Source: an optimization exercise on an open RTL-to-GDS flow (aim: small area). Production flows keep margins and buffers that such runs may drop. Only simulation tests tie the RTL to the original design; equivalence was not proved. Power and IR drop assume default switching activity. The flow treats the clock pin as an ideal source, which a real chip does not have.

## design/flow/config.mk

```make
export PLATFORM = sky130hd
export DESIGN_NAME = dmem_responder
export DESIGN_NICKNAME = dmem_responder
export VERILOG_FILES = /design/flow/design.v
export SDC_FILE = /design/flow/constraint.sdc
export NUM_CORES = 4
export LEC_CHECK = 0
export CAP_MARGIN = 20
export CORE_MARGIN = 2
export CORE_UTILIZATION = 70
export PLACE_DENSITY = 0.75
export SLEW_MARGIN = 20
```

## design/flow/constraint.sdc

```tcl
create_clock -name core_clock -period 8.0 [get_ports {clk}]
set_input_delay 1.6000 -clock core_clock [delete_from_list [all_inputs] [get_ports {clk}]]
set_output_delay 1.6000 -clock core_clock [all_outputs]
set_load 0.01 [all_outputs]
```

## design/flow/design.v

```verilog
package dmem_responder_pkg;
  localparam int DEPTH_DEF   = 64;
  localparam int LATENCY_DEF = 2;
  function automatic logic addrErr(input logic [31:0] addr);
    addrErr = (addr[1:0] != 2'b00) || (addr[31:8] != 24'd0);
  endfunction
endpackage
import dmem_responder_pkg::*;
module dmem_array
#(
  parameter int DEPTH = DEPTH_DEF
) (
  input  logic        clk,
  input  logic        we,
  input  logic        clr,
  input  logic [31:0] wdata,
  output logic [31:0] tail
);
  logic [DEPTH-1:0][31:0] ring;
  logic [31:0]            head;
  logic                   keep;
  assign keep = !we && !clr;
  assign head = (wdata & {32{we}}) | (ring[DEPTH-1] & {32{keep}});
  always_ff @(posedge clk) begin
    ring <= {ring[DEPTH-2:0], head};
  end
  assign tail = ring[DEPTH-1];
endmodule
import dmem_responder_pkg::*;
module dmem_responder
#(
  parameter int DEPTH   = DEPTH_DEF,
  parameter int LATENCY = LATENCY_DEF
) (
  input  logic        clk,
  input  logic        rst_n,
  input  logic        req_valid,
  output logic        req_ready,
  input  logic        req_write,
  input  logic [31:0] req_addr,
  input  logic [31:0] req_wdata,
  output logic        rsp_valid,
  input  logic        rsp_ready,
  output logic [31:0] rsp_rdata,
  output logic        rsp_err
);
  logic [5:0]  cnt;
  logic        clr;
  logic        vldQ;
  logic        errQ;
  logic [31:0] rdataQ;
  logic [31:0] tail;
  logic        reqErr;
  logic        hit;
  logic        accept;
  logic        memWe;
  logic        load;
  assign reqErr    = dmem_responder_pkg::addrErr(req_addr);
  assign hit       = (req_addr[7:2] == cnt);
  assign req_ready = (!vldQ || rsp_ready) && (reqErr || hit);
  assign accept    = req_valid && req_ready;
  assign memWe     = accept && req_write && !reqErr;
  dmem_array #(.DEPTH(DEPTH)) u_array (
    .clk   (clk),
    .we    (memWe),
    .clr   (clr),
    .wdata (req_wdata),
    .tail  (tail)
  );
  always_ff @(posedge clk or negedge rst_n) begin
    if (!rst_n) begin
      cnt  <= '0;
      clr  <= 1'b1;
      vldQ <= 1'b0;
    end else begin
      cnt <= cnt + 1'b1;
      if (cnt == 6'd63) clr <= 1'b0;
      if (accept) vldQ <= 1'b1;
      else if (rsp_ready) vldQ <= 1'b0;
    end
  end
  assign load = accept && !req_write && !reqErr && !clr;
  always_ff @(posedge clk) begin
    rdataQ <= (tail & {32{load}}) | (rdataQ & {32{!accept}});
    errQ   <= (reqErr && accept) || (errQ && !accept);
  end
  assign rsp_valid = vldQ;
  assign rsp_rdata = rdataQ;
  assign rsp_err   = errQ;
endmodule
```

## design/flow/flow/run.sh

```bash
#!/bin/bash
# Own layout flow: the standard layout (standard.sh) with two changes:
# the port buffers use the smallest buffer cell, and clock-tree synthesis
# inserts no dummy loads and uses larger sink clusters.
# Each tool's full output stays in orfs/logs/; make's own output goes to
# standard.log in this folder.
set -euo pipefail
export BUFFER_PORTS_ARGS="-buffer_cell sky130_fd_sc_hd__buf_1"
export CTS_ARGS="-sink_clustering_enable -repair_clock_nets -dont_use_dummy_load -sink_clustering_size 45 -sink_clustering_max_diameter 40"
bash standard.sh > standard.log 2>&1
```

## design/flow/standard.sh

```bash
#!/bin/bash
# synth_recipe.tcl (not shown) runs the flow's synth.tcl, then flattens the netlist and writes it again
# the make line also repeats each setting of config.mk as NAME=value (left out here)
make -C /OpenROAD-flow-scripts/flow DESIGN_CONFIG=/design/flow/config.mk WORK_HOME=/design/flow/orfs CLKGATE_MAP_FILE= SYNTH_SCRIPT=/design/flow/synth_recipe.tcl "${@:-finish}"
```

==> flow_summary.yaml, run 1 <==
route:
  routed_via_density: 4.574
  vias: 14900
  dr.pass1.iters: 4
  wl_per_cell_um: 17.44
  routed_wl_um: 56810
  ant_nets: 0
  remaining_drc_errors: 0
  drtIter0Drc: 685
sta:
  min_period_ns: 4.336
  fmax_mhz: 230.6
  fin_tns_setup_ns: 0
  period_share_pct: 54.20
  rsz0062_at_grt: "false"
  final_max_slew_viol_count: 0
  relSlewSlack_pct: 31.69
  hold_violations: 0
  setup_violations: 0
  skew_ns: 0.04887
  tightest_slew_ns: 1.025
worst_setup_path:
  cp_data_required_time_ns: 6.40
  crit_type: "in -> out"
  crit_arrival_ns: 2.74
  cp-start-kind: "primary input"
  rr_startpoint: "cnt[0]$_DFF_PN0_"
  timing.rr.end: "u_array.ring[16]$_DFF_P_"
  endpoint: "req_ready"
  reg2reg_depth: 6
  end_kind: "output pin"
  path_max_fanout: 4
  startpoint: "req_addr[8]"
  rrSetupSlack_ns: 5.14
global_route:
  grt_pass1_vias: 16510
  grt_usage_pct: 18.99
  grt_start_max_net_pins: 35
  grt_pass1_wl_um: 91710
  grt.overflow.total: 0
  grt_antenna_before_repair: 2
job:
  drv_cap: 0
clock_network:
  clockBufferDepth: 3
  cts_sinks: 2089
  htree_levels: 4
  cts_tree: "done"
  cts_root_buf: "clkbuf_16"
  hold_buffers: 0
  cts_resized: 0
  numCtsBuffers: 142
  clk_pin_slew_ns: 0.09
  insertion_delay_ns: 0.71
  cts_setup_buffers: 0
synthesis:
  synth_top_area_share_pct: 96.65
  ys_ff_latch: 2089
  yosysUniqueCellTypes: 29
  yosysSeqAreaShare_pct: 97.19
  netlist_area_um2: 43080
  netlist_instances: 2238
  yosys-top-cells-area: "dfxtp_1 97%, mux2_1 0.78%, a22o_1 0.65%"
  syn_nets: 2308
  yosys_warnings: 2
  yosys.area.top_type: "dfxtp_1"
  syn_area_per_cell_um2: 19.25
power:
  peakVddDrop_v: 0.0002470
  p_per_area_nw_per_um2: 347.1
  finalPower_mw: 16.64
  leakagePower_nw: 19.27
die:
  start_util_pct: 71.11
  pin_count: 104
  rows: 90
  die_h_um: 252.1
  die_area_um2: 63540
  die_width_um: 252.1
  core-area_um2: 60580
place:
  dp_hpwl_um: 24710
  gp_congestion: 0.7429
  port_buffers: 103
final_layout:
  final_cell_mix: "2080 x dfxtp_1, 142 x clkbuf_16, 103 x buf_1"
  layout_commonest_cell: "dfxtp_1"
  syn2layout_area_growth_pct: 11.32
  drive_gt1_share_pct: 6.184
  nFillCells: 3002
  layout.nets: 2546
run_status:
  status: "complete, no violations"
min_path:
  hold_path_class: "reg -> reg"
## where the power goes
group / internal [mW] / switching [mW] / leakage (nW)
sequential: 10.4 / 0.000427 / 16.8
combinational: 0.0112 / 0.0194 / 0.680
clock: 3.14 / 3.08 / 1.75
## registers in the layout, indices dropped and copies added, names as in the netlist, named ones only
signal and cells:
cnt 6, clr 1, u_array.ring 2048, vldQ 1, rdataQ 32
## worst max-delay path, cell delays in order
cell	delay [ns]
buf_1	0.07
nor4_1	0.29
nand4_1	0.12
nor2_1	0.21
inv_2	0.11
o21a_1	0.20
buf_1	0.13
## logic make-up after synthesis
kind of cell               synth area share (%)
DFF                                       97.19
and+or+nand+nor                          0.8016
AOI/OAI and AO/OA                        0.7116
muxes                                    0.8364
buffers and inverters                    0.2265
xor gates and xnor gates                 0.2033
adders and majority gates               0.02904
## synth_stat cells (all sizes together)
library cell  instances
edfxtp                1
xnor2                 8
and3                  2
buf                   9
ha                    1
a31oi                 2
dfxtp              2080
nor4b                 1
dfrtp                 7
nand3                 4
nand2b                1
nor4                  6
nor3                  1
nand4                 2
a22o                 32
dfstp                 1
nor2                  3
inv                   4
mux2                 32
xor2                  2
o21a                  1
nand2                 3
clkbuf                3
nor2b                32
## metal layers
| layer | vias up | share of wire [%] | global-route usage [%] |
|---|---|---|---|
| met2 | 227 | 46 | 29.48 |
| met1 | 7201 | 48 | 26.56 |
| met3 | 117 | 3.0 | 3.363 |
| met5 | - | 0 | 0 |
| met4 | 0 | 2.7 | 8.622 |
| li1 | 7351 | - | - |
## how the worst min path moves through the flow
stage	cells after the start	end	start	slack [ns]
floorplan	0	u_array.ring[1000]$_DFF_P_	u_array.ring[968]$_DFF_P_	0.31
global placement	0	u_array.ring[136]$_DFF_P_	u_array.ring[104]$_DFF_P_	0.31
detailed placement	0	u_array.ring[1000]$_DFF_P_	u_array.ring[968]$_DFF_P_	0.31
CTS	0	u_array.ring[171]$_DFF_P_	u_array.ring[139]$_DFF_P_	0.29
global route	0	u_array.ring[1278]$_DFF_P_	u_array.ring[1246]$_DFF_P_	0.29
finish	0	u_array.ring[171]$_DFF_P_	u_array.ring[139]$_DFF_P_	0.29
## through the flow
stage | util (%) | cells | hold WS [ns] | cell area, um^2 | setup slack (ns)
after floorplan | - | 2238 | 0.3096 | 43080 | 3.989
after global placement | 73.29 | 3114 | 0.3095 | 44400 | 3.642
after detailed placement | 73.29 | 3114 | 0.3121 | 44400 | 3.653
after CTS | 79.15 | 3256 | 0.2910 | 47950 | 3.643
after global routing | 79.15 | 3256 | 0.2909 | 47950 | 3.539
final | 79.16 | 3257 | 0.2897 | 47960 | 3.664
## layout make-up
cell class	count	area, um^2	share of cell area, %
inverters	4	15.01	0.03131
repair buffers	106	409.1	0.8532
flip-flops and latches	2089	41870	87.31
clock buffers	142	3553	7.410
well taps	782	978.4	2.040
diodes	1	2.502	0.005218
multi-input cells	133	1126	2.348
==> run 2: changes to the inputs <==
--- a/design/flow/flow/run.sh
+++ b/design/flow/flow/run.sh
@@ -8,3 +8,3 @@
 export BUFFER_PORTS_ARGS="-buffer_cell sky130_fd_sc_hd__buf_1"
-export CTS_ARGS="-sink_clustering_enable -repair_clock_nets -dont_use_dummy_load -sink_clustering_size 45 -sink_clustering_max_diameter 40"
+export CTS_ARGS="-sink_clustering_enable -repair_clock_nets -dont_use_dummy_load -sink_clustering_size 38 -sink_clustering_max_diameter 100"
 bash standard.sh > standard.log 2>&1
==> run 2 against run 1 <==
Effect of this change:
- still clean
- sequential power about the same
- core utilization down 3.4 points
- wire length down 15%
- critical path type unchanged
- highest routed layer unchanged
==> flow_summary.yaml, run 2 <==
run_status:
  status: "complete, no violations"
sta:
  final_max_slew_viol_count: 0
  period_share_pct: 54.18
  fin_tns_setup_ns: 0
  min_period_ns: 4.334
  tightest_slew_ns: 1.024
  rsz0062_at_grt: "false"
  hold_violations: 0
  fmax_mhz: 230.7
  relSlewSlack_pct: 31.76
  setup_violations: 0
  skew_ns: 0.03401
final_layout:
  layout_commonest_cell: "dfxtp_1"
  syn2layout_area_growth_pct: 6.546
  fin_cells: 3174
  drive_gt1_share_pct: 2.968
  num_antenna_cells: 0
  top_regs: "u_array.ring (2048), rdataQ (32), cnt (6)"
  layout.nets: 2464
  top_register: "u_array.ring"
  final_cell_mix: "2080 x dfxtp_1, 103 x buf_1, 60 x clkbuf_16"
  largest_reg_flops: 2048
global_route:
  grt_pass1_vias: 14430
  grt_antenna_before_repair: 1
  grt.overflow.total: 0
  grt_usage_pct: 15.66
  grt_pass1_wl_um: 77930
  grt_start_max_net_pins: 39
worst_setup_path:
  crit_arrival_ns: 2.73
  path_max_fanout: 4
  cp_data_required_time_ns: 6.40
  rr_startpoint: "cnt[0]$_DFF_PN0_"
  critPathBufInv: 3
  cpPeakStageDelay_ns: 0.29
  worstPathCellList: "buf_1 > nor4_1 > nand4_1 > nor2_1 > inv_2 > o21a_1 > buf_1"
  startpoint: "req_addr[8]"
  cp_top_family: "simple AND/OR/NAND/NOR gates"
  end_kind: "output pin"
  cpMaxStageDelayCell: "nor4_1"
  crit_type: "in -> out"
  cp-start-kind: "primary input"
  cpMostUsedCell: "buf_1"
route:
  vias: 14060
  routed_wl_um: 48400
  wl_per_cell_um: 15.25
  met1Wirelength_um: 25900
  wl_met3_um: 1460
  wl_met2_um: 19900
  ant_nets: 0
  dr.pass1.iters: 5
  remaining_drc_errors: 0
  drtIter0Drc: 735
  routed_via_density: 4.430
  top_layer_used: "met4"
clock_network:
  clk_pin_slew_ns: 0.12
  cts_resized: 0
  cts_tree: "done"
  numCtsBuffers: 60
  cts_sinks: 2089
  cts_setup_buffers: 0
  insertion_delay_ns: 0.67
  htree_levels: 2
  cts_root_buf: "clkbuf_16"
  clockBufferDepth: 3
  hold_buffers: 0
power:
  leakagePower_nw: 18.26
  finalPower_mw: 14.45
  peakVddDrop_v: 0.0002118
  p_per_area_nw_per_um2: 314.8
die:
  start_util_pct: 71.11
  core-area_um2: 60580
  rows: 90
  die_area_um2: 63540
  die_h_um: 252.1
  pin_count: 104
  die_width_um: 252.1
synthesis:
  yosysUniqueCellTypes: 29
  synthTopCellsByCount: "2080 x dfxtp_1, 32 x a22o_1, 32 x nor2b_1"
  synth_edf_count: 1
  syn_area_per_cell_um2: 19.25
  netlist_instances: 2238
  synthFlopType: "dfxtp_1"
  yosys.area.top_type: "dfxtp_1"
  yosysMostFrequentCell: "dfxtp_1"
  syn_nets: 2308
  yosysSeqAreaShare_pct: 97.19
  synthArstFlopShare_pct: 0.3830
  yosys_warnings: 2
  synth_top_area_share_pct: 96.65
  ys_ff_latch: 2089
  yosys-top-cells-area: "dfxtp_1 97%, mux2_1 0.78%, a22o_1 0.65%"
  netlist_area_um2: 43080
min_path:
  hold_path.startpoint: "u_array.ring[668]$_DFF_P_"
  hold_path_class: "reg -> reg"
place:
  gp_congestion: 0.7429
  port_buffers: 103
  dp_hpwl_um: 24710
  dp_cells: 3114
job:
  drv_cap: 0
-- run 2: cell counts after synthesis --
Identical to the previous run, type by type.
-- run 2: worst paths after layout --
kind | to | slack, ns | cells after the start
worst min-delay path | u_array.ring[700]$_DFF_P_ | 0.32 | 0
max in group asynchronous | vldQ$_DFFE_PN0P_ | 6.64 | 1
min in group asynchronous | cnt[3]$_DFF_PN0_ | 0.93 | 1
worst max register to register | u_array.ring[1]$_DFF_P_ | 5.15 | 6
worst max-delay path | req_ready | 3.67 | 7
worst min register to register | u_array.ring[700]$_DFF_P_ | 0.32 | 0
-- run 2: routing by layer --
metal,global-route usage [%],vias up
met5,0,-
met4,4.683,0
met3,2.579,87
met2,22.62,146
met1,24.66,6654
li1,-,7175
-- run 2: through the flow --
step | area (um^2) | util [%] | hold WS [ns] | setup WS (ns)
6_report | 45900 | 75.77 | 0.3168 | 3.666
3_5_place_dp | 44400 | 73.29 | 0.3121 | 3.653
2_1_floorplan | 43080 | - | 0.3096 | 3.989
3_3_place_gp | 44400 | 73.29 | 0.3095 | 3.642
4_1_cts | 45900 | 75.77 | 0.3164 | 3.655
5_1_grt | 45900 | 75.77 | 0.3285 | 3.553
-- run 2: power by group --
group          switching, mW  internal (mW)  total, mW  leakage [nW]
Combinational         0.0191         0.0112     0.0303         0.680
Clock                   2.65           1.37       4.02         0.739
Sequential          0.000417           10.4       10.4          16.8
-- run 2: final cells by class --
cell class | count | area (um^2)
clock buffer | 60 | 1501
fill | 3359 | 14680
inverter | 4 | 15.01
multi-input combinational | 133 | 1126
sequential | 2089 | 41870
tap | 782 | 978.4
timing repair buffer | 106 | 409.1
-- run 2: kinds of logic after synthesis --
group | synth area share (%)
and+or+nand+nor | 0.8016
muxes | 0.8364
buffers and inverters | 0.2265
DFF | 97.19
adders and majority gates | 0.02904
AOI/OAI and AO/OA | 0.7116
xor gates and xnor gates | 0.2033
==> run 3: changes to the inputs <==
--- a/design/flow/flow/run.sh
+++ b/design/flow/flow/run.sh
@@ -8,3 +8,3 @@
 export BUFFER_PORTS_ARGS="-buffer_cell sky130_fd_sc_hd__buf_1"
-export CTS_ARGS="-sink_clustering_enable -repair_clock_nets -dont_use_dummy_load -sink_clustering_size 38 -sink_clustering_max_diameter 100"
+export CTS_ARGS="-sink_clustering_enable -repair_clock_nets -dont_use_dummy_load -sink_clustering_size 37 -sink_clustering_max_diameter 90"
 bash standard.sh > standard.log 2>&1
==> run 3 against run 2 <==
Effect of this change:
- via count is 0.26% lower
- critical path depth stayed put
- synthesized cell count did not move
- first-iteration DRC count fell by 6.4%
- clock-buffer cell count up 6
- setup slack about the same
- die area unchanged
- wire length is 0.49% lower
- register-to-register slack better by 0.07 ns
- cell area up 0.33%
- clock power up 4%
- fmax hardly changed
- critical path type unchanged
- critical endpoint unchanged
- largest power group unchanged
- highest routed layer unchanged
==> flow_summary.yaml, run 3 <==
run_status:
  status: "complete, no violations"
synthesis:
  ys_ff_latch: 2089
  synthFlopType: "dfxtp_1"
  syn_nets: 2308
  netlist_instances: 2238
  syn_area_per_cell_um2: 19.25
  synthArstFlopShare_pct: 0.3830
  muxShareOfSynthArea_pct: 0.8364
  yosysUniqueCellTypes: 29
  synth_fa_ha_area_share_pct: 0.02904
  yosys.area_share.simple_pct: 0.8016
  synth_compound_area_share_pct: 0.7115
  synth_edf_count: 1
  yosysSeqAreaShare_pct: 97.19
  netlist_area_um2: 43080
  yosysMostFrequentCell: "dfxtp_1"
  synthTopCellsByCount: "2080 x dfxtp_1, 32 x a22o_1, 32 x nor2b_1"
  synthXorXnorAreaFrac_pct: 0.2033
  yosys-top-cells-area: "dfxtp_1 97%, mux2_1 0.78%, a22o_1 0.65%"
  yosys.area.top_type: "dfxtp_1"
  synth_top_family_by_area: "multiplexers"
  synth_top_area_share_pct: 96.65
  yosys_warnings: 2
die:
  rows: 90
  core-area_um2: 60580
  pin_count: 104
  start_util_pct: 71.11
  die_h_um: 252.1
  die_area_um2: 63540
  die_width_um: 252.1
clock_network:
  hold_buffers: 0
  cts_setup_buffers: 0
  clockBufferDepth: 3
  cts_sinks: 2089
  cts_root_buf: "clkbuf_16"
  insertion_delay_ns: 0.62
  numCtsBuffers: 66
  cts_resized: 0
  clk_pin_slew_ns: 0.12
  cts_tree: "done"
  htree_levels: 3
final_layout:
  final_cell_mix: "2080 x dfxtp_1, 103 x buf_1, 66 x clkbuf_16"
  fin_cells: 3180
  top_regs: "u_array.ring (2048), rdataQ (32), cnt (6)"
  largest_reg_flops: 2048
  layout.nets: 2470
  final_area_um2: 46050
  syn2layout_area_growth_pct: 6.895
  drive_gt1_share_pct: 3.211
  num_antenna_cells: 0
  final_util_pct: 76.01
  top_register: "u_array.ring"
  layout_commonest_cell: "dfxtp_1"
route:
  vias: 14030
  ant_nets: 0
  remaining_drc_errors: 0
  wl_per_cell_um: 15.15
  routed_wl_um: 48160
  routed_via_density: 4.411
  dr.pass1.iters: 4
  drtIter0Drc: 688
sta:
  final_max_slew_viol_count: 0
  period_share_pct: 54.17
  fin_tns_setup_ns: 0
  min_period_ns: 4.334
  rsz0062_at_grt: "false"
  setup_violations: 0
  hold_violations: 0
  fmax_mhz: 230.7
  fin_ws_ns: 3.666
  relSlewSlack_pct: 33.88
  tightest_slew_ns: 0.9918
  skew_ns: 0.04645
  hold_ws_ns: 0.2793
place:
  gp_congestion: 0.7429
  pre_cts_slack_ns: 3.653
  dp_cells: 3114
  place_area_um2: 44400
  port_buffers: 103
  dp_hpwl_um: 24710
power:
  leakagePower_nw: 18.33
  finalPower_mw: 14.62
  p_per_area_nw_per_um2: 317.5
  peakVddDrop_v: 0.0002546
global_route:
  grt.overflow.total: 0
  grt_usage_pct: 15.63
  grt_pass1_wl_um: 77710
  grt_start_max_net_pins: 38
  grt_pass1_vias: 14470
  grt_antenna_before_repair: 1
worst_setup_path:
  cpMaxStageDelayCell: "nor4_1"
  critPathBufInv: 3
  cpPeakStageDelay_ns: 0.29
  reg2reg_depth: 6
  rr_startpoint: "cnt[0]$_DFF_PN0_"
  cp_data_required_time_ns: 6.40
  cpMostUsedCell: "buf_1"
  path_max_fanout: 4
  end_kind: "output pin"
  rrSetupSlack_ns: 5.22
  worstPathCellList: "buf_1 > nor4_1 > nand4_1 > nor2_1 > inv_2 > o21a_1 > buf_1"
  timing.rr.end: "u_array.ring[6]$_DFF_P_"
  cp-start-kind: "primary input"
  crit_arrival_ns: 2.73
  cp_top_family: "simple AND/OR/NAND/NOR gates"
  crit_type: "in -> out"
min_path:
  min_path_cells: 0
  hold_path.startpoint: "u_array.ring[1371]$_DFF_P_"
  min_to: "u_array.ring[1403]$_DFF_P_"
  hold_path_class: "reg -> reg"
job:
  drv_cap: 0
run 3: cell types whose count changed in the layout (fill, tap and decap cells not counted):
cell and delta:
clkbuf_16 +6
run 3: power by group:
part / switching (mW) / internal, mW
Combinational: 0.0191 / 0.0112
Sequential: 0.000422 / 10.4
Clock: 2.67 / 1.51
run 3: logic make-up after synthesis:
group	count (synthesis)
mux	32
xor+xnor	10
fa+ha+maj	1
flops	2089
simple gates	55
compound gates	35
buf+inv	16
run 3: layer usage:
metal,global-route usage [%],wire length (um),up-vias
met1,24.64,26050,6583
met4,4.531,1182,0
met5,0,0,-
met3,2.951,1510,80
met2,22.29,19420,177
li1,-,-,7186
run 3: worst max-delay path by stage:
| stage | start | to | slack [ns] | depth (start not counted) |
|---|---|---|---|---|
| after floorplan | req_addr[1] | req_ready | 3.99 | 5 |
| after global placement | req_addr[8] | req_ready | 3.64 | 7 |
| after detailed placement | req_addr[21] | req_ready | 3.65 | 7 |
| after CTS | req_addr[21] | req_ready | 3.66 | 7 |
| after global routing | req_addr[1] | req_ready | 3.55 | 7 |
| final | req_addr[8] | req_ready | 3.67 | 7 |
run 3: area by class of cell:
| type | instances | area, um^2 |
|---|---|---|
| Timing Repair Buffer | 106 | 409.1 |
| Inverter | 4 | 15.01 |
| Clock buffer | 66 | 1652 |
| Fill cell | 3350 | 14530 |
| Tap cell | 782 | 978.4 |
| Multi-Input combinational cell | 133 | 1126 |
| Sequential cell | 2089 | 41870 |
run 3: worst register-to-register path: cells and delay by family, from the launching register on:
family / cells / cell delay, ns
simple gates: 3 / 1.21
mux: 1 / 0.40
buf+inv: 1 / 0.44
xor+xnor: 1 / 0.17
flops: 1 / 0.46
==> run 4: changes to the inputs <==
==> design/flow/flow/run.sh (replaced) <==
#!/bin/bash
# Own layout flow: the standard layout (standard.sh) with two changes:
# the port buffers use the smallest buffer cell (buf_1), and clock-tree
# synthesis inserts no dummy loads and uses larger sink clusters.
# make's output goes to standard.log here; each ORFS step's full log is
# copied from orfs/logs/ into this folder as step_<name>.log.
set -uo pipefail
export BUFFER_PORTS_ARGS="-buffer_cell sky130_fd_sc_hd__buf_1"
export CTS_ARGS="-sink_clustering_enable -repair_clock_nets -dont_use_dummy_load -sink_clustering_size 37 -sink_clustering_max_diameter 90"
bash standard.sh > standard.log 2>&1
status=$?
for f in orfs/logs/*/*/*/*.log; do
  [[ -f "$f" ]] && cp "$f" "step_$(basename "$f")"
done
exit $status
==> run 4 against run 3 <==
Effect of this change:
- highest routed layer unchanged
- core utilization stayed put
- via count is the same
- die area did not move
- register-to-register slack about the same
- global-route usage unchanged
- still clean
- first-iteration DRC count stayed put
- cell area did not move
==> flow_summary.yaml, run 4 <==
place:
  dp_hpwl_um: 24710
  port_buffers: 103
  gp_congestion: 0.7429
  place_area_um2: 44400
clock_network:
  clockBufferDepth: 3
  htree_levels: 3
  cts_root_buf: "clkbuf_16"
  cts_sinks: 2089
  hold_buffers: 0
  insertion_delay_ns: 0.62
  numCtsBuffers: 66
  cts_tree: "done"
  cts_setup_buffers: 0
  clk_pin_slew_ns: 0.12
  cts_resized: 0
die:
  die_width_um: 252.1
  core-area_um2: 60580
  pin_count: 104
  die_h_um: 252.1
  rows: 90
  die_area_um2: 63540
  start_util_pct: 71.11
synthesis:
  yosysMostFrequentCell: "dfxtp_1"
  ys_ff_latch: 2089
  netlist_instances: 2238
  netlist_area_um2: 43080
  yosys.area.top_type: "dfxtp_1"
  synthTopCellsByCount: "2080 x dfxtp_1, 32 x a22o_1, 32 x nor2b_1"
  yosysUniqueCellTypes: 29
  syn_nets: 2308
  yosysSeqAreaShare_pct: 97.19
  synthFlopType: "dfxtp_1"
  synth_top_area_share_pct: 96.65
  yosys_warnings: 2
  syn_area_per_cell_um2: 19.25
  yosys-top-cells-area: "dfxtp_1 97%, mux2_1 0.78%, a22o_1 0.65%"
  synthArstFlopShare_pct: 0.3830
  synth_edf_count: 1
worst_setup_path:
  path_max_fanout: 4
  crit_type: "in -> out"
  timing.rr.end: "u_array.ring[6]$_DFF_P_"
  crit_arrival_ns: 2.73
  endpoint: "req_ready"
  cpMaxStageDelayCell: "nor4_1"
  reg2reg_depth: 6
  rrSetupSlack_ns: 5.22
  cpMostUsedCell: "buf_1"
  cpPeakStageDelay_ns: 0.29
  worstPathCellList: "buf_1 > nor4_1 > nand4_1 > nor2_1 > inv_2 > o21a_1 > buf_1"
  startpoint: "req_addr[8]"
  rr_startpoint: "cnt[0]$_DFF_PN0_"
  end_kind: "output pin"
  cp-start-kind: "primary input"
  cp_data_required_time_ns: 6.40
final_layout:
  final_area_um2: 46050
  largest_reg_flops: 2048
  top_regs: "u_array.ring (2048), rdataQ (32), cnt (6)"
  layout_commonest_cell: "dfxtp_1"
  top_register: "u_array.ring"
  num_antenna_cells: 0
  layout.nets: 2470
  final_util_pct: 76.01
  final_cell_mix: "2080 x dfxtp_1, 103 x buf_1, 66 x clkbuf_16"
  syn2layout_area_growth_pct: 6.895
  drive_gt1_share_pct: 3.211
power:
  peakVddDrop_v: 0.0002546
  leakagePower_nw: 18.33
  p_per_area_nw_per_um2: 317.5
sta:
  relSlewSlack_pct: 33.88
  fmax_mhz: 230.7
  fin_tns_setup_ns: 0
  final_max_slew_viol_count: 0
  rsz0062_at_grt: "false"
  setup_violations: 0
  hold_violations: 0
  period_share_pct: 54.17
  min_period_ns: 4.334
  tightest_slew_ns: 0.9918
  skew_ns: 0.04645
global_route:
  grt_start_max_net_pins: 38
  grt_usage_pct: 15.63
  grt_pass1_wl_um: 77710
  grt.overflow.total: 0
  grt_pass1_vias: 14470
  grt_antenna_before_repair: 1
job:
  drv_cap: 0
route:
  routed_via_density: 4.411
  drtIter0Drc: 688
  routed_wl_um: 48160
  wl_per_cell_um: 15.15
  vias: 14030
  remaining_drc_errors: 0
  dr.pass1.iters: 4
  ant_nets: 0
run_status:
  status: "complete, no violations"
min_path:
  min_path_cells: 0
  hold_path_class: "reg -> reg"
## run 4: through the flow
| stage | setup WS, ns | total power, mW | hold WS (ns) | cells |
|---|---|---|---|---|
| 5_1_grt | 3.553 | 15.06 | 0.2813 | 3180 |
| 2_1_floorplan | 3.989 | 10.64 | 0.3096 | 2238 |
| 4_1_cts | 3.655 | 14.73 | 0.2836 | 3180 |
| 3_5_place_dp | 3.653 | 10.66 | 0.3121 | 3114 |
| 6_report | 3.666 | 14.62 | 0.2793 | 3180 |
| 3_3_place_gp | 3.642 | 10.66 | 0.3095 | 3114 |
## run 4: worst min path at each step
stage,start,end,slack [ns]
final,u_array.ring[1371]$_DFF_P_,u_array.ring[1403]$_DFF_P_,0.28
after CTS,u_array.ring[1371]$_DFF_P_,u_array.ring[1403]$_DFF_P_,0.28
after detailed placement,u_array.ring[968]$_DFF_P_,u_array.ring[1000]$_DFF_P_,0.31
after global routing,u_array.ring[1371]$_DFF_P_,u_array.ring[1403]$_DFF_P_,0.28
after global placement,u_array.ring[104]$_DFF_P_,u_array.ring[136]$_DFF_P_,0.31
after floorplan,u_array.ring[968]$_DFF_P_,u_array.ring[1000]$_DFF_P_,0.31
## run 4: routing by layer
metal	up-vias	part of all wire, %	global-route usage, %
met2	177	40	22.29
met4	0	2.5	4.531
met1	6583	54	24.64
met3	80	3.1	2.951
li1	7186	-	-
met5	-	0	0
## run 4: layout make-up
| type | count | area [um^2] |
|---|---|---|
| inverter | 4 | 15.01 |
| multi-input combinational | 133 | 1126 |
| timing repair buffer | 106 | 409.1 |
| tap | 782 | 978.4 |
| sequential | 2089 | 41870 |
| clock buffer | 66 | 1652 |
| fill | 3350 | 14530 |
## run 4: worst max-delay path, delay by kind of cell
kind                   cells  cell delay (ns)
and+or+nand+nor            3             0.62
buffers and inverters      3             0.31
AOI/OAI and AO/OA          1             0.20
## run 4: power by group
| part | switching, mW | internal [mW] |
|---|---|---|
| sequential | 0.000422 | 10.4 |
| clock | 2.67 | 1.51 |
| combinational | 0.0191 | 0.0112 |
## run 4: cell families after synthesis
kind of cell | after synthesis | synth area share, %
AND/OR/NAND/NOR | 55 | 0.8016
adder cells (fa/ha/maj) | 1 | 0.02904
multiplexers | 32 | 0.8364
AO/OA/AOI/OAI | 35 | 0.7116
XOR/XNOR | 10 | 0.2033
flip-flops | 2089 | 97.19
buffers and inverters | 16 | 0.2265
==> run 5: changes to the inputs <==
--- a/design/flow/design.v
+++ b/design/flow/design.v
@@ -18,11 +18,9 @@
 );
-  logic [DEPTH-1:0][31:0] ring;
-  logic [31:0]            head;
-  logic                   keep;
-  assign keep = !we && !clr;
-  assign head = (wdata & {32{we}}) | (ring[DEPTH-1] & {32{keep}});
+  logic [DEPTH-1:0][31:0] ringN;
+  logic [31:0]            headN;
+  assign headN = we ? ~wdata : (ringN[DEPTH-1] | {32{clr}});
   always_ff @(posedge clk) begin
-    ring <= {ring[DEPTH-2:0], head};
+    ringN <= {ringN[DEPTH-2:0], headN};
   end
-  assign tail = ring[DEPTH-1];
+  assign tail = ~ringN[DEPTH-1];
 endmodule
==> run 5 against run 4 <==
Effect of this change:
- synthesized cell count is essentially flat
- clock-buffer cell count is the same
- largest cell class unchanged
- die area shrank 0.23%
- power grew 0.13%
- still clean on timing, DRC and antenna
- critical path depth is the same
- critical endpoint unchanged
==> flow_summary.yaml, run 5 <==
final_layout:
  final_cell_mix: "2080 x dfxtp_1, 103 x buf_1, 66 x clkbuf_16"
  final_area_um2: 45960
  num_antenna_cells: 0
  fin_cells: 3181
  layout.nets: 2471
  top_regs: "u_array.ringN (2048), rdataQ (32), cnt (6)"
  nFillCells: 3360
  final_util_pct: 75.87
  layout_commonest_cell: "dfxtp_1"
  seq_area_um2: 41870
  largest_reg_flops: 2048
  multi_input_area_um2: 1023
  top_register: "u_array.ringN"
  drive_gt1_share_pct: 3.293
  syn2layout_area_growth_pct: 6.934
min_path:
  hold_path.startpoint: "u_array.ringN[1306]$_DFF_P_"
  hold_path_class: "reg -> reg"
clock_network:
  hold_buffers: 0
  cts_setup_buffers: 0
  cts_tree: "done"
  insertion_delay_ns: 0.62
  clk_pin_slew_ns: 0.12
  numCtsBuffers: 66
  htree_levels: 3
  cts_root_buf: "clkbuf_16"
  cts_sinks: 2089
  clockBufferDepth: 3
  cts_resized: 0
sta:
  fmax_mhz: 232.2
  skew_ns: 0.04371
  final_max_slew_viol_count: 0
  tightest_slew_ns: 1.032
  fin_tns_setup_ns: 0
  hold_ws_ns: 0.2796
  min_period_ns: 4.307
  relSlewSlack_pct: 31.20
  rsz0062_at_grt: "false"
  period_share_pct: 53.84
  fin_ws_ns: 3.693
  setup_violations: 0
  hold_violations: 0
die:
  start_util_pct: 70.95
  rows: 90
  die_h_um: 251.8
  die_area_um2: 63400
  die_width_um: 251.8
  pin_count: 104
  core-area_um2: 60580
synthesis:
  synthFlopType: "dfxtp_1"
  synth_edf_count: 1
  yosys-top-cells-area: "dfxtp_1 97%, mux2i_1 0.75%, o2bb2ai_1 0.59%"
  yosysUniqueCellTypes: 29
  syn_nets: 2310
  netlist_instances: 2240
  yosysSeqAreaShare_pct: 97.42
  synthArstFlopShare_pct: 0.3830
  yosysMostFrequentCell: "dfxtp_1"
  syn_area_per_cell_um2: 19.19
  yosys.area.top_type: "dfxtp_1"
  synth_top_area_share_pct: 96.88
  netlist_area_um2: 42980
  ys_ff_latch: 2089
  yosys_warnings: 2
  synthTopCellsByCount: "2080 x dfxtp_1, 35 x nor2_1, 32 x mux2i_1"
route:
  vias: 13920
  wl_per_cell_um: 15.16
  routed_wl_um: 48230
  routed_via_density: 4.374
  dr.pass1.iters: 4
  drtIter0Drc: 686
  ant_nets: 0
  remaining_drc_errors: 0
worst_setup_path:
  end_kind: "output pin"
  cp_top_family: "simple AND/OR/NAND/NOR gates"
  cpMostUsedCell: "buf_1"
  rr_startpoint: "clr$_DFFE_PN1N_"
  path_max_fanout: 3
  worstPathCellList: "buf_1 > nor4_1 > nand4_1 > nor2_2 > inv_2 > o21a_1 > buf_1"
  crit_type: "in -> out"
  cp_data_required_time_ns: 6.40
  cpMaxStageDelayCell: "nor4_1"
  cp-start-kind: "primary input"
  crit_arrival_ns: 2.71
  cpPeakStageDelay_ns: 0.28
  critPathBufInv: 3
  startpoint: "req_addr[11]"
place:
  dp_cells: 3114
  dp_hpwl_um: 23350
  place_area_um2: 44290
  gp_congestion: 0.7693
  pre_cts_slack_ns: 3.689
  port_buffers: 103
run_status:
  status: "complete, no violations"
global_route:
  grt_usage_pct: 15.74
  grt.overflow.total: 0
  grt_pass1_wl_um: 78520
  grt_start_max_net_pins: 38
  grt_pass1_vias: 14600
  grt_antenna_before_repair: 0
power:
  p_per_area_nw_per_um2: 318.5
  peakVddDrop_v: 0.0002072
  leakagePower_nw: 18.38
  finalPower_mw: 14.64
job:
  drv_cap: 0
## run 5: cell count changes after synthesis, moves of 2 or more
cell / delta
a22o_1: -32
mux2i_1: +32
buf_4: -3
o2bb2ai_1: +29
mux2_2: -2
nor2_1: +32
nor2b_1: -32
mux2_1: -30
o2bb2ai_2: +3
clkbuf_1: +2
## run 5: metal layers
metal | vias up | routed length [um] | global-route usage, %
met5 | - | 0 | 0
met2 | 164 | 19890 | 23.15
li1 | 7194 | - | -
met4 | 0 | 1159 | 4.548
met1 | 6479 | 25750 | 24.15
met3 | 78 | 1435 | 3.085
## run 5: final cells by class
cell class,count,area share (%)
Sequential cell,2089,91.10
Clock buffer,66,3.593
Multi-Input combinational cell,134,2.227
Tap cell,782,2.129
Timing Repair Buffer,106,0.9174
Inverter,4,0.03267
## run 5: path summary, 6_finish.rpt
path | end | slack, ns | cells after the start
min reg2reg | u_array.ringN[1338]$_DFF_P_ | 0.28 | 0
min | u_array.ringN[1338]$_DFF_P_ | 0.28 | 0
max in group asynchronous | clr$_DFFE_PN1N_ | 6.78 | 1
max reg2reg | rdataQ[16]$_DFF_P_ | 5.72 | 4
min in group asynchronous | cnt[5]$_DFF_PN0_ | 0.88 | 1
max | req_ready | 3.69 | 7
## run 5: worst register-to-register path, stage by stage (launching register included)
cell,delay [ns]
dfstp_2,1.23
nor2_1,0.15
nand3_2,0.38
buf_12,0.24
o2bb2ai_1,0.15
## run 5: cell families (layout without fill, tap and decap cells)
logic type	count (synthesis)	in the layout	share of synthesized area (%)
adders and majority gates	1	1	0.02911
and+or+nand+nor	56	56	0.6143
buffers and inverters	17	176	0.2125
AOI/OAI and AO/OA	35	35	0.7772
xor gates and xnor gates	10	10	0.2038
DFF	2089	2089	97.42
muxes	32	32	0.7452
## run 5: report_power, final
| part | switching (mW) | total [mW] | internal (mW) |
|---|---|---|---|
| clock | 2.69 | 4.21 | 1.52 |
| combinational | 0.0188 | 0.0306 | 0.0118 |
| sequential | 0.000356 | 10.4 | 10.4 |
==> run 6: changes to the inputs <==
--- a/design/flow/flow/run.sh
+++ b/design/flow/flow/run.sh
@@ -8,3 +8,3 @@
 export BUFFER_PORTS_ARGS="-buffer_cell sky130_fd_sc_hd__buf_1"
-export CTS_ARGS="-sink_clustering_enable -repair_clock_nets -dont_use_dummy_load -sink_clustering_size 37 -sink_clustering_max_diameter 90"
+export CTS_ARGS="-sink_clustering_enable -repair_clock_nets -dont_use_dummy_load -buf_list sky130_fd_sc_hd__clkbuf_4 -sink_clustering_size 12 -sink_clustering_max_diameter 40"
 bash standard.sh > standard.log 2>&1
==> run 6 against run 5 <==
Effect of this change:
- still clean on timing, DRC and antenna
- power decreased by 2.7%
- core utilization decreased by 0.29 points
- sequential power about the same
- fmax about the same
- clock-buffer cell count increased by 128
- critical path depth unchanged
- largest cell class unchanged
- highest routed layer unchanged
==> flow_summary.yaml, run 6 <==
sta:
  fin_tns_setup_ns: 0
  relSlewSlack_pct: 32.08
  hold_violations: 0
  rsz0062_at_grt: "false"
  fmax_mhz: 232.1
  final_max_slew_viol_count: 0
  min_period_ns: 4.308
  skew_ns: 0.06284
  period_share_pct: 53.85
  setup_violations: 0
  tightest_slew_ns: 1.019
global_route:
  grt_pass1_wl_um: 77610
  grt_usage_pct: 15.55
  grt_pass1_vias: 15650
  grt.overflow.total: 0
  grt_antenna_before_repair: 3
  grt_start_max_net_pins: 35
worst_setup_path:
  cp_data_required_time_ns: 6.40
  cp-start-kind: "primary input"
  end_kind: "output pin"
  crit_arrival_ns: 2.71
  crit_type: "in -> out"
  path_max_fanout: 3
synthesis:
  yosysUniqueCellTypes: 29
  yosys-top-cells-area: "dfxtp_1 97%, mux2i_1 0.75%, o2bb2ai_1 0.59%"
  synthFlopType: "dfxtp_1"
  yosysSeqAreaShare_pct: 97.42
  syn_area_per_cell_um2: 19.19
  ys_ff_latch: 2089
  synthArstFlopShare_pct: 0.3830
  synth_edf_count: 1
  yosys_warnings: 2
  netlist_area_um2: 42980
  yosysMostFrequentCell: "dfxtp_1"
  syn_nets: 2310
  yosys.area.top_type: "dfxtp_1"
  synthTopCellsByCount: "2080 x dfxtp_1, 35 x nor2_1, 32 x mux2i_1"
  netlist_instances: 2240
  synth_top_area_share_pct: 96.88
clock_network:
  cts_root_buf: "clkbuf_4"
  cts_resized: 0
  insertion_delay_ns: 1.02
  cts_tree: "done"
  clk_pin_slew_ns: 0.11
  htree_levels: 4
  cts_sinks: 2089
  hold_buffers: 0
  clockBufferDepth: 3
  numCtsBuffers: 194
  cts_setup_buffers: 0
power:
  p_per_area_nw_per_um2: 311.2
  peakVddDrop_v: 0.0001838
  leakagePower_nw: 18.46
final_layout:
  layout.nets: 2599
  layout_commonest_cell: "dfxtp_1"
  top_regs: "u_array.ringN (2048), rdataQ (32), cnt (6)"
  top_register: "u_array.ringN"
  final_cell_mix: "2080 x dfxtp_1, 194 x clkbuf_4, 103 x buf_1"
  syn2layout_area_growth_pct: 6.521
  final_util_pct: 75.57
  largest_reg_flops: 2048
  drive_gt1_share_pct: 8.192
die:
  pin_count: 104
  die_h_um: 251.8
  die_area_um2: 63400
  die_width_um: 251.8
  core-area_um2: 60580
  start_util_pct: 70.95
  rows: 90
place:
  port_buffers: 103
  gp_congestion: 0.7693
  dp_hpwl_um: 23350
run_status:
  status: "complete, no violations"
route:
  drtIter0Drc: 571
  vias: 14660
  remaining_drc_errors: 0
  wl_per_cell_um: 13.90
  routed_via_density: 4.420
  ant_nets: 0
  dr.pass1.iters: 4
  routed_wl_um: 46100
job:
  drv_cap: 0
min_path:
  hold_path_class: "reg -> reg"
[run 6: area by class of cell]
cell class	count	area [um^2]
Clock buffer	194	1456
Sequential cell	2089	41870
Timing Repair Buffer	106	421.7
Antenna cell	7	17.52
Fill cell	3463	14800
Multi-Input combinational cell	134	1023
Inverter	4	15.01
Tap cell	782	978.4
[run 6: power breakdown]
part | internal [mW] | total (mW) | switching [mW]
Combinational | 0.0118 | 0.0302 | 0.0184
Clock | 1.12 | 3.82 | 2.70
Sequential | 10.4 | 10.4 | 0.000352
Total | 11.5 | 14.2 | 2.72
[run 6: worst max-delay path, stage by stage]
cell and delay, ns:
buf_1 0.08, nor4_1 0.28, nand4_1 0.15, nor2_2 0.23
inv_2 0.09, o21a_1 0.17, buf_1 0.12
[run 6: path summary, 6_finish.rpt]
path | slack [ns] | cells after the start | endpoint | from
setup reg to reg | 5.73 | 4 | rdataQ[14]$_DFF_P_ | clr$_DFFE_PN1N_
min in group asynchronous | 0.53 | 1 | cnt[1]$_DFF_PN0_ | rst_n
setup / recovery | 3.69 | 7 | req_ready | req_addr[11]
hold reg to reg | 0.29 | 0 | u_array.ringN[1082]$_DFF_P_ | u_array.ringN[1050]$_DFF_P_
hold / removal | 0.29 | 0 | u_array.ringN[1082]$_DFF_P_ | u_array.ringN[1050]$_DFF_P_
max in group asynchronous | 7.13 | 1 | clr$_DFFE_PN1N_ | rst_n
[run 6: layer usage]
| metal | global-route usage [%] | routed length (um) | up-vias |
|---|---|---|---|
| met4 | 7.912 | 1072 | 0 |
| met3 | 4.199 | 1894 | 90 |
| met2 | 21.12 | 18610 | 247 |
| met5 | 0 | 0 | - |
| li1 | - | - | 7537 |
| met1 | 23.20 | 24530 | 6783 |
[run 6: through the flow]
| step | worst slack (ns) | cell area (um^2) | hold slack, ns | cells | total power, mW |
|---|---|---|---|---|---|
| after detailed placement | 3.689 | 44290 | 0.3121 | 3114 | 10.66 |
| after floorplan | 3.980 | 42980 | 0.3096 | 2240 | 10.65 |
| after CTS | 3.686 | 45750 | 0.2924 | 3308 | 14.42 |
| after global routing | 3.542 | 45780 | 0.2936 | 3316 | 14.84 |
| final | 3.692 | 45780 | 0.2905 | 3316 | 14.25 |
| after global placement | 3.680 | 44290 | 0.3100 | 3114 | 10.66 |
[run 6: kinds of logic after synthesis]
| kind of cell | share of synthesized area [%] |
|---|---|
| muxes | 0.7452 |
| DFF | 97.42 |
| xor gates and xnor gates | 0.2038 |
| buffers and inverters | 0.2125 |
| AOI/OAI and AO/OA | 0.7772 |
| and+or+nand+nor | 0.6143 |
| adders and majority gates | 0.02911 |
==> run 7: changes to the inputs <==
--- a/design/flow/flow/run.sh
+++ b/design/flow/flow/run.sh
@@ -8,3 +8,3 @@
 export BUFFER_PORTS_ARGS="-buffer_cell sky130_fd_sc_hd__buf_1"
-export CTS_ARGS="-sink_clustering_enable -repair_clock_nets -dont_use_dummy_load -buf_list sky130_fd_sc_hd__clkbuf_4 -sink_clustering_size 12 -sink_clustering_max_diameter 40"
+export CTS_ARGS="-sink_clustering_enable -repair_clock_nets -dont_use_dummy_load -buf_list sky130_fd_sc_hd__buf_4 -sink_clustering_size 14 -sink_clustering_max_diameter 45"
 bash standard.sh > standard.log 2>&1
==> run 7 against run 6 <==
Effect of this change:
- still clean
- area after synthesis unchanged
- via count shrank 1.9%
- clock skew fell by 0.012 ns
- critical path type unchanged
- critical endpoint unchanged
- largest power group unchanged
==> flow_summary.yaml, run 7 <==
worst_setup_path:
  worstPathCellList: "buf_1 > nor4_1 > nand4_1 > nor2_2 > inv_2 > o21a_1 > buf_1"
  cpPeakStageDelay_ns: 0.28
  cpMostUsedCell: "buf_1"
  path_max_fanout: 3
  cpMaxStageDelayCell: "nor4_1"
  cp_top_family: "simple AND/OR/NAND/NOR gates"
  end_kind: "output pin"
  critPathBufInv: 3
  crit_type: "in -> out"
  crit_arrival_ns: 2.71
  cp-start-kind: "primary input"
  cp_data_required_time_ns: 6.40
synthesis:
  synthArstFlopShare_pct: 0.3830
  synth_top_family_by_area: "compound AO/OA/AOI/OAI gates"
  yosys-top-cells-area: "dfxtp_1 97%, mux2i_1 0.75%, o2bb2ai_1 0.59%"
  yosysMostFrequentCell: "dfxtp_1"
  syn_nets: 2310
  synthFlopType: "dfxtp_1"
  yosysUniqueCellTypes: 29
  netlist_area_um2: 42980
  netlist_instances: 2240
  yosys_warnings: 2
  synthTopCellsByCount: "2080 x dfxtp_1, 35 x nor2_1, 32 x mux2i_1"
  yosysSeqAreaShare_pct: 97.42
  synth_edf_count: 1
  muxShareOfSynthArea_pct: 0.7452
  yosys.area_share.simple_pct: 0.6142
  synth_top_area_share_pct: 96.88
  synthXorXnorAreaFrac_pct: 0.2038
  synth_fa_ha_area_share_pct: 0.02911
  yosys.area.top_type: "dfxtp_1"
  ys_ff_latch: 2089
  syn_area_per_cell_um2: 19.19
  synth_compound_area_share_pct: 0.7772
clock_network:
  clk_pin_slew_ns: 0.12
  insertion_delay_ns: 0.85
  numCtsBuffers: 168
  htree_levels: 4
  cts_root_buf: "buf_4"
  clockBufferDepth: 3
  cts_tree: "done"
  cts_setup_buffers: 0
  cts_sinks: 2089
  hold_buffers: 0
  cts_resized: 0
place:
  port_buffers: 103
  place_area_um2: 44290
  dp_hpwl_um: 23350
  gp_congestion: 0.7693
final_layout:
  syn2layout_area_growth_pct: 6.032
  layout.nets: 2573
  largest_reg_flops: 2048
  seq_area_um2: 41870
  final_util_pct: 75.23
  final_cell_mix: "2080 x dfxtp_1, 170 x buf_4, 103 x buf_1"
  layout_commonest_cell: "dfxtp_1"
  top_register: "u_array.ringN"
  top_regs: "u_array.ringN (2048), rdataQ (32), cnt (6)"
  drive_gt1_share_pct: 7.237
  multi_input_area_um2: 1023
  nFillCells: 3524
  final_area_um2: 45570
global_route:
  grt.overflow.total: 0
  grt_antenna_before_repair: 1
  grt_pass1_wl_um: 77010
  grt_pass1_vias: 15350
  grt_start_max_net_pins: 35
  grt_usage_pct: 15.45
sta:
  skew_ns: 0.05071
  rsz0062_at_grt: "false"
  hold_ws_ns: 0.2938
  setup_violations: 0
  tightest_slew_ns: 1.027
  period_share_pct: 53.85
  fin_tns_setup_ns: 0
  fmax_mhz: 232.1
  final_max_slew_viol_count: 0
  hold_violations: 0
  min_period_ns: 4.308
  relSlewSlack_pct: 31.53
route:
  wl_per_cell_um: 14.06
  routed_via_density: 4.380
  dr.pass1.iters: 4
  routed_wl_um: 46190
  remaining_drc_errors: 0
  ant_nets: 0
  vias: 14390
  drtIter0Drc: 573
power:
  peakVddDrop_v: 0.0001753
  finalPower_mw: 14.19
  p_per_area_nw_per_um2: 311.3
  leakagePower_nw: 18.38
die:
  core-area_um2: 60580
  rows: 90
  die_area_um2: 63400
  die_width_um: 251.8
  start_util_pct: 70.95
  pin_count: 104
  die_h_um: 251.8
min_path:
  hold_path_class: "reg -> reg"
job:
  drv_cap: 0
run_status:
  status: "complete, no violations"
## run 7: cell counts after synthesis
No cell type changed its count.
## run 7: path summary, 6_finish.rpt
kind                       slack [ns]                          to                  startpoint  cells past startpoint
min reg2reg                      0.29  u_array.ringN[806]$_DFF_P_  u_array.ringN[774]$_DFF_P_                      0
max in group asynchronous        6.98            vldQ$_DFFE_PN0P_                       rst_n                      1
min                              0.29  u_array.ringN[806]$_DFF_P_  u_array.ringN[774]$_DFF_P_                      0
max reg2reg                      5.75          rdataQ[14]$_DFF_P_             clr$_DFFE_PN1N_                      4
min in group asynchronous        0.67            cnt[1]$_DFF_PN0_                       rst_n                      1
max                              3.69                   req_ready                req_addr[11]                      7
## run 7: metal layers
metal | track usage, % | vias up | share of wire, %
li1 | - | 7375 | -
met1 | 23.30 | 6666 | 54
met2 | 20.93 | 251 | 40
met3 | 3.972 | 93 | 4.1
met4 | 7.743 | 0 | 2.4
met5 | 0 | - | 0
## run 7: area by class of cell
type,instances,share of cell area [%]
Tap cell,782,2.147
Sequential cell,2089,91.88
Antenna cell,1,0.005491
Timing Repair Buffer,106,0.9252
Inverter,4,0.03295
Clock buffer,168,2.767
Multi-Input combinational cell,134,2.246
## run 7: report_power, final
| group | internal, mW | switching [mW] |
|---|---|---|
| registers | 10.4 | 0.000352 |
| logic | 0.0118 | 0.0182 |
| clock network | 1.07 | 2.69 |
## run 7: cells by family (layout without fill, tap and decap cells)
group | Yosys count | in the layout
flops | 2089 | 2089
fa+ha+maj | 1 | 1
mux | 32 | 32
other cells | 0 | 1
buf+inv | 17 | 278
simple gates | 56 | 56
xor+xnor | 10 | 10
compound gates | 35 | 35
## run 7: metrics by stage
step	setup WS, ns	cells
6_report	3.692	3284
3_3_place_gp	3.680	3114
2_1_floorplan	3.980	2240
4_1_cts	3.686	3282
3_5_place_dp	3.689	3114
5_1_grt	3.542	3284
==> run 8: changes to the inputs <==
--- a/design/flow/design.v
+++ b/design/flow/design.v
@@ -14,13 +14,17 @@
   input  logic        we,
-  input  logic        clr,
+  input  logic        keep,
   input  logic [31:0] wdata,
-  output logic [31:0] tail
+  input  logic        load,
+  input  logic        hold,
+  output logic [31:0] rdata
 );
-  logic [DEPTH-1:0][31:0] ringN;
-  logic [31:0]            headN;
-  assign headN = we ? ~wdata : (ringN[DEPTH-1] | {32{clr}});
+  logic [DEPTH-1:0][31:0] ring;
+  logic [31:0]            head;
+  assign head = (wdata & {32{we}}) | (ring[DEPTH-1] & {32{keep}});
   always_ff @(posedge clk) begin
-    ringN <= {ringN[DEPTH-2:0], headN};
+    ring <= {ring[DEPTH-2:0], head};
   end
-  assign tail = ~ringN[DEPTH-1];
+  always_ff @(posedge clk) begin
+    rdata <= (ring[DEPTH-1] & {32{load}}) | (rdata & {32{hold}});
+  end
 endmodule
@@ -49,3 +53,2 @@
   logic [31:0] rdataQ;
-  logic [31:0] tail;
   logic        reqErr;
@@ -55,2 +58,3 @@
   logic        load;
+  logic        keep;
   assign reqErr    = dmem_responder_pkg::addrErr(req_addr);
@@ -60,2 +64,3 @@
   assign memWe     = accept && req_write && !reqErr;
+  assign keep      = !memWe && !clr;
   dmem_array #(.DEPTH(DEPTH)) u_array (
@@ -63,5 +68,7 @@
     .we    (memWe),
-    .clr   (clr),
+    .keep  (keep),
     .wdata (req_wdata),
-    .tail  (tail)
+    .load  (load),
+    .hold  (!accept),
+    .rdata (rdataQ)
   );
@@ -81,3 +88,2 @@
   always_ff @(posedge clk) begin
-    rdataQ <= (tail & {32{load}}) | (rdataQ & {32{!accept}});
     errQ   <= (reqErr && accept) || (errQ && !accept);
--- a/design/flow/config.mk
+++ b/design/flow/config.mk
@@ -12 +12,2 @@
 export SLEW_MARGIN = 20
+export SYNTH_HIERARCHICAL = 1
==> run 8 against run 7 <==
Effect of this change:
- still clean
- via count is 0.17% lower
- fmax is 4.8% lower
- first-iteration DRC count is 1.6% lower
- power hardly changed
- sequential power hardly changed
- cell count is 0.82% lower
- clock skew is 0.023 ns higher
- sequential share of layout area is 0.34 points higher
- setup slack worse by 0.22 ns
- critical path type unchanged
- largest cell class unchanged
- largest power group unchanged
==> flow_summary.yaml, run 8 <==
route:
  remaining_drc_errors: 0
  wl_per_cell_um: 14.35
  routed_via_density: 4.409
  drtIter0Drc: 564
  dr.pass1.iters: 4
  routed_wl_um: 46730
  ant_nets: 0
  vias: 14360
sta:
  hold_violations: 0
  relSlewSlack_pct: 44.29
  final_max_slew_viol_count: 0
  tightest_slew_ns: 0.8356
  period_share_pct: 56.55
  skew_ns: 0.07410
  fin_ws_ns: 3.476
  fin_tns_setup_ns: 0
  setup_violations: 0
  min_period_ns: 4.524
  fmax_mhz: 221.0
  rsz0062_at_grt: "false"
  hold_ws_ns: 0.2470
die:
  pin_count: 104
  start_util_pct: 70.89
  rows: 90
  die_width_um: 251.5
  die_area_um2: 63230
  core-area_um2: 60470
  die_h_um: 251.5
clock_network:
  clk_pin_slew_ns: 0.11
  insertion_delay_ns: 0.89
  numCtsBuffers: 169
  clockBufferDepth: 3
  cts_resized: 0
  hold_buffers: 0
  cts_tree: "done"
  cts_sinks: 2089
  cts_root_buf: "buf_4"
  htree_levels: 4
  cts_setup_buffers: 0
place:
  port_buffers: 103
  gp_congestion: 0.7406
  dp_hpwl_um: 24790
  pre_cts_slack_ns: 3.456
synthesis:
  synth_edf_count: 1
  yosysSeqAreaShare_pct: 97.68
  yosysMostFrequentCell: "dfxtp_1"
  yosysUniqueCellTypes: 28
  netlist_instances: 2210
  synthTopCellsByCount: "2080 x dfxtp_1, 62 x a22o_1, 12 x buf_6"
  synth_top_area_share_pct: 97.14
  netlist_area_um2: 42870
  yosys-top-cells-area: "dfxtp_1 97%, a22o_1 1.3%, dfrtp_1 0.41%"
  synthFlopType: "dfxtp_1"
  syn_nets: 2280
  yosys_warnings: 8
  yosys.area.top_type: "dfxtp_1"
  synthArstFlopShare_pct: 0.3830
  syn_area_per_cell_um2: 19.40
  ys_ff_latch: 2089
worst_setup_path:
  crit_type: "in -> out"
  rrSetupSlack_ns: 5.43
  cp-start-kind: "primary input"
  path_max_fanout: 4
  reg2reg_depth: 5
  end_kind: "output pin"
  crit_arrival_ns: 2.92
  cp_data_required_time_ns: 6.40
global_route:
  grt_antenna_before_repair: 8
  grt_start_max_net_pins: 33
  grt.overflow.total: 0
  grt_pass1_vias: 15280
  grt_pass1_wl_um: 78140
  grt_usage_pct: 15.82
final_layout:
  seq_area_um2: 41870
  multi_input_area_um2: 859.6
  top_register: "u_array.ring"
  largest_reg_flops: 2048
  layout.nets: 2545
  final_cell_mix: "2080 x dfxtp_1, 172 x buf_4, 103 x buf_1"
  drive_gt1_share_pct: 7.359
  top_regs: "u_array.ring (2048), u_array.rdata (32), cnt (6)"
  final_util_pct: 75.09
  syn2layout_area_growth_pct: 5.925
  nFillCells: 3437
  layout_commonest_cell: "dfxtp_1"
power:
  peakVddDrop_v: 0.0001857
  finalPower_mw: 14.17
  leakagePower_nw: 18.11
  p_per_area_nw_per_um2: 312.2
run_status:
  status: "complete, no violations"
min_path:
  hold_path_class: "reg -> reg"
  min_path_cells: 0
job:
  drv_cap: 0
## run 8: changes by cell type after synthesis, sizes merged, moves of 2 or more
cell / delta
a22o: +64
buf: +4
clkbuf: -5
mux2i: -32
nor2: -32
nor4: +2
o2bb2ai: -32
xnor2: -5
xor2: +5
## run 8: critical path: stages
cell,delay (ns)
buf_1,0.07
nor4_1,0.30
nand4_1,0.28
nor2_2,0.39
a21boi_1,0.13
buf_1,0.15
## run 8: path summary, 6_finish.rpt
path / start / to
setup / recovery: req_addr[1] / req_ready
hold / removal: u_array.ring[1016]$_DFF_P_ / u_array.ring[1048]$_DFF_P_
setup reg to reg: cnt[3]$_DFF_PN0_ / u_array.ring[0]$_DFF_P_
hold reg to reg: u_array.ring[1016]$_DFF_P_ / u_array.ring[1048]$_DFF_P_
max in group asynchronous: rst_n / clr$_DFFE_PN1N_
min in group asynchronous: rst_n / cnt[0]$_DFF_PN0_
## run 8: logic make-up after synthesis
family	share of synthesized area, %
xor+xnor	0.2043
flops	97.68
simple gates	0.3240
buf+inv	0.3502
fa+ha+maj	0.02918
compound gates	1.416
## run 8: power breakdown
part,switching (mW),total (mW),internal [mW]
Clock,2.67,3.75,1.08
Combinational,0.0162,0.0264,0.0101
Sequential,0.000444,10.4,10.4
## run 8: layer usage
metal | global-route usage [%] | part of all wire, % | vias to the layer above
li1 | - | - | 7327
met4 | 7.704 | 2.8 | 12
met1 | 23.99 | 53 | 6693
met5 | 0 | 0.17 | -
met2 | 20.53 | 38 | 215
met3 | 5.189 | 5.4 | 113
## run 8: through the flow
stage                     instance area [um^2]  instances
after floorplan                          42870       2210
after global placement                   44130       3086
after detailed placement                 44130       3086
after CTS                                45400       3255
after global routing                     45410       3257
final                                    45410       3257
## run 8: cell type report
cell class	instances	area share, %
Antenna cell	2	0.01102
Timing Repair Buffer	106	0.9010
Inverter	4	0.03307
Sequential cell	2089	92.21
Multi-Input combinational cell	105	1.893
Clock buffer	169	2.794
Tap cell	782	2.155
==> run 9: changes to the inputs <==
--- a/design/flow/flow/run.sh
+++ b/design/flow/flow/run.sh
@@ -3,3 +3,5 @@
 # the port buffers use the smallest buffer cell (buf_1), and clock-tree
-# synthesis inserts no dummy loads and uses larger sink clusters.
+# synthesis inserts no dummy loads and builds the tree from buf_4 cells,
+# each leaf driving at most 14 flip-flops (the clock-pin slew limit) within
+# a 45 um cluster.
 # make's output goes to standard.log here; each ORFS step's full log is
==> run 9 against run 8 <==
Effect of this change:
- synthesized cell count is the same
- global-route usage unchanged
- via count did not move
- die area unchanged
- clock skew unchanged
- core utilization unchanged
- register-to-register slack hardly changed
- fmax did not move
- wire length unchanged
- sequential cell count unchanged
- area after synthesis unchanged
- hold slack unchanged
- critical path type unchanged
- largest cell class unchanged
==> flow_summary.yaml, run 9 <==
clock_network:
  cts_tree: "done"
  numCtsBuffers: 169
  clockBufferDepth: 3
  clk_pin_slew_ns: 0.11
  insertion_delay_ns: 0.89
  htree_levels: 4
  cts_root_buf: "buf_4"
  hold_buffers: 0
  cts_setup_buffers: 0
  cts_sinks: 2089
  cts_resized: 0
final_layout:
  layout.nets: 2545
  drive_gt1_share_pct: 7.359
  layout_commonest_cell: "dfxtp_1"
  final_cell_mix: "2080 x dfxtp_1, 172 x buf_4, 103 x buf_1"
  syn2layout_area_growth_pct: 5.925
  top_register: "u_array.ring"
  top_regs: "u_array.ring (2048), u_array.rdata (32), cnt (6)"
  final_area_um2: 45410
  largest_reg_flops: 2048
die:
  die_area_um2: 63230
  core-area_um2: 60470
  start_util_pct: 70.89
  die_width_um: 251.5
  die_h_um: 251.5
  rows: 90
  pin_count: 104
synthesis:
  ys_ff_latch: 2089
  netlist_area_um2: 42870
  yosysUniqueCellTypes: 28
  synthFlopType: "dfxtp_1"
  synthArstFlopShare_pct: 0.3830
  synth_edf_count: 1
  syn_nets: 2280
  netlist_instances: 2210
  syn_area_per_cell_um2: 19.40
  yosys-top-cells-area: "dfxtp_1 97%, a22o_1 1.3%, dfrtp_1 0.41%"
  yosys.area.top_type: "dfxtp_1"
  yosysSeqAreaShare_pct: 97.68
  synthTopCellsByCount: "2080 x dfxtp_1, 62 x a22o_1, 12 x buf_6"
  synth_top_area_share_pct: 97.14
  yosysMostFrequentCell: "dfxtp_1"
  yosys_warnings: 8
sta:
  setup_violations: 0
  relSlewSlack_pct: 44.29
  fin_tns_setup_ns: 0
  min_period_ns: 4.524
  skew_ns: 0.07410
  final_max_slew_viol_count: 0
  rsz0062_at_grt: "false"
  period_share_pct: 56.55
  tightest_slew_ns: 0.8356
  hold_ws_ns: 0.2470
  hold_violations: 0
  fmax_mhz: 221.0
worst_setup_path:
  crit_arrival_ns: 2.92
  path_max_fanout: 4
  cp_data_required_time_ns: 6.40
  cpMaxStageDelayCell: "nor2_2"
  cpPeakStageDelay_ns: 0.39
  crit_type: "in -> out"
  worstPathCellList: "buf_1 > nor4_1 > nand4_1 > nor2_2 > a21boi_1 > buf_1"
  end_kind: "output pin"
  critPathBufInv: 2
  cpMostUsedCell: "buf_1"
  cp_top_family: "simple AND/OR/NAND/NOR gates"
  cp-start-kind: "primary input"
global_route:
  grt.overflow.total: 0
  grt_start_max_net_pins: 33
  grt_pass1_vias: 15280
  grt_usage_pct: 15.82
  grt_pass1_wl_um: 78140
  grt_antenna_before_repair: 8
run_status:
  status: "complete, no violations"
place:
  dp_hpwl_um: 24790
  place_area_um2: 44130
  port_buffers: 103
  gp_congestion: 0.7406
route:
  ant_nets: 0
  dr.pass1.iters: 4
  routed_via_density: 4.409
  routed_wl_um: 46730
  wl_per_cell_um: 14.35
  vias: 14360
  drtIter0Drc: 564
  remaining_drc_errors: 0
power:
  p_per_area_nw_per_um2: 312.2
  peakVddDrop_v: 0.0001857
  leakagePower_nw: 18.11
min_path:
  hold_path_class: "reg -> reg"
job:
  drv_cap: 0
## run 9: power by group
group	switching [mW]	internal, mW	total [mW]
logic	0.0162	0.0101	0.0264
clock network	2.67	1.08	3.75
registers	0.000444	10.4	10.4
## run 9: path summary, 6_finish.rpt
kind	startpoint	endpoint	slack (ns)	cells after the start
max	req_addr[1]	req_ready	3.48	6
min reg2reg	u_array.ring[1016]$_DFF_P_	u_array.ring[1048]$_DFF_P_	0.25	0
min in group asynchronous	rst_n	cnt[0]$_DFF_PN0_	0.64	1
max in group asynchronous	rst_n	clr$_DFFE_PN1N_	6.98	1
min	u_array.ring[1016]$_DFF_P_	u_array.ring[1048]$_DFF_P_	0.25	0
max reg2reg	cnt[3]$_DFF_PN0_	u_array.ring[0]$_DFF_P_	5.43	5
## run 9: routing by layer
| layer | routed length, um | track usage [%] | vias to the layer above |
|---|---|---|---|
| met5 | 80 | 0 | - |
| met4 | 1292 | 7.704 | 12 |
| met3 | 2542 | 5.189 | 113 |
| met2 | 17890 | 20.53 | 215 |
| met1 | 24920 | 23.99 | 6693 |
| li1 | - | - | 7327 |
## run 9: cell families (layout without fill, tap and decap cells)
kind of cell / Yosys count / in the layout / share of synthesized area [%]
compound gates: 70 / 70 / 1.416
xor+xnor: 10 / 10 / 0.2043
fa+ha+maj: 1 / 1 / 0.02918
buf+inv: 16 / 279 / 0.3502
flops: 2089 / 2089 / 97.68
other cells: 0 / 2 / 0
simple gates: 24 / 24 / 0.3240
## run 9: per-stage QoR
stage / total power [mW] / std cells / worst slack (ns) / util (%)
floorplan: 10.64 / 2210 / 3.964 / -
global placement: 10.66 / 3086 / 3.473 / 72.98
detailed placement: 10.66 / 3086 / 3.456 / 72.98
CTS: 14.35 / 3255 / 3.451 / 75.08
global route: 14.75 / 3257 / 3.346 / 75.09
finish: 14.17 / 3257 / 3.476 / 75.09
## run 9: layout make-up
type,count,area (um^2)
Tap cell,782,978.4
Inverter,4,15.01
Fill cell,3437,15060
Multi-Input combinational cell,105,859.6
Clock buffer,169,1269
Antenna cell,2,5.005
Sequential cell,2089,41870
Timing Repair Buffer,106,409.1
## run 9: worst reg2reg max path: stages, from the launching register on
cell	delay [ns]
dfrtp_1	0.45
xor2_1	0.19
nor4_2	0.33
nand2_1	0.27
o41a_2	0.84
a22o_2	0.42

## static timing again, ports no longer ideal
No port has a modelled driver above. Below, the same layouts with a new extraction and two added sets of constraints. Step 1 sets driving cells, clkbuf_16 on the clock port and buf_2 on the other inputs (assumed; they add their load-dependent delay and slew). Step 2 times the ports against the registers' clock, not the clock port: input delays grow and output delays shrink by t, the midpoint of the rising clock arrivals with the driver on. Slacks: ideal ports / drivers / drivers and shift; pairs: ideal ports / drivers.
run | t, ns | slack for setup (ns) | hold slack, ns | clock arrival spread, ns | cell pins on the clock port's net
run 1 | 0.748 | 3.664 / 3.643 / 3.643 | 0.290 / 0.290 / 0.290 | 0.053 / 0.053 | 1
run 2 | 0.716 | 3.666 / 3.644 / 3.644 | 0.317 / 0.317 / 0.317 | 0.044 / 0.044 | 1
run 3 | 0.664 | 3.666 / 3.645 / 3.645 | 0.279 / 0.279 / 0.279 | 0.067 / 0.067 | 1
run 4 | 0.664 | 3.666 / 3.645 / 3.645 | 0.279 / 0.279 / 0.279 | 0.067 / 0.067 | 1
run 5 | 0.670 | 3.693 / 3.671 / 3.671 | 0.280 / 0.280 / 0.280 | 0.064 / 0.065 | 1
run 6 | 1.034 | 3.692 / 3.670 / 3.670 | 0.291 / 0.291 / 0.291 | 0.108 / 0.108 | 1
run 7 | 0.891 | 3.692 / 3.670 / 3.670 | 0.294 / 0.294 / 0.294 | 0.061 / 0.061 | 1
run 8 | 0.899 | 3.476 / 3.455 / 3.455 | 0.247 / 0.247 / 0.247 | 0.094 / 0.094 | 1
run 9 | 0.899 | 3.476 / 3.455 / 3.455 | 0.247 / 0.247 / 0.247 | 0.094 / 0.094 | 1
After both steps every run listed still meets setup and hold.
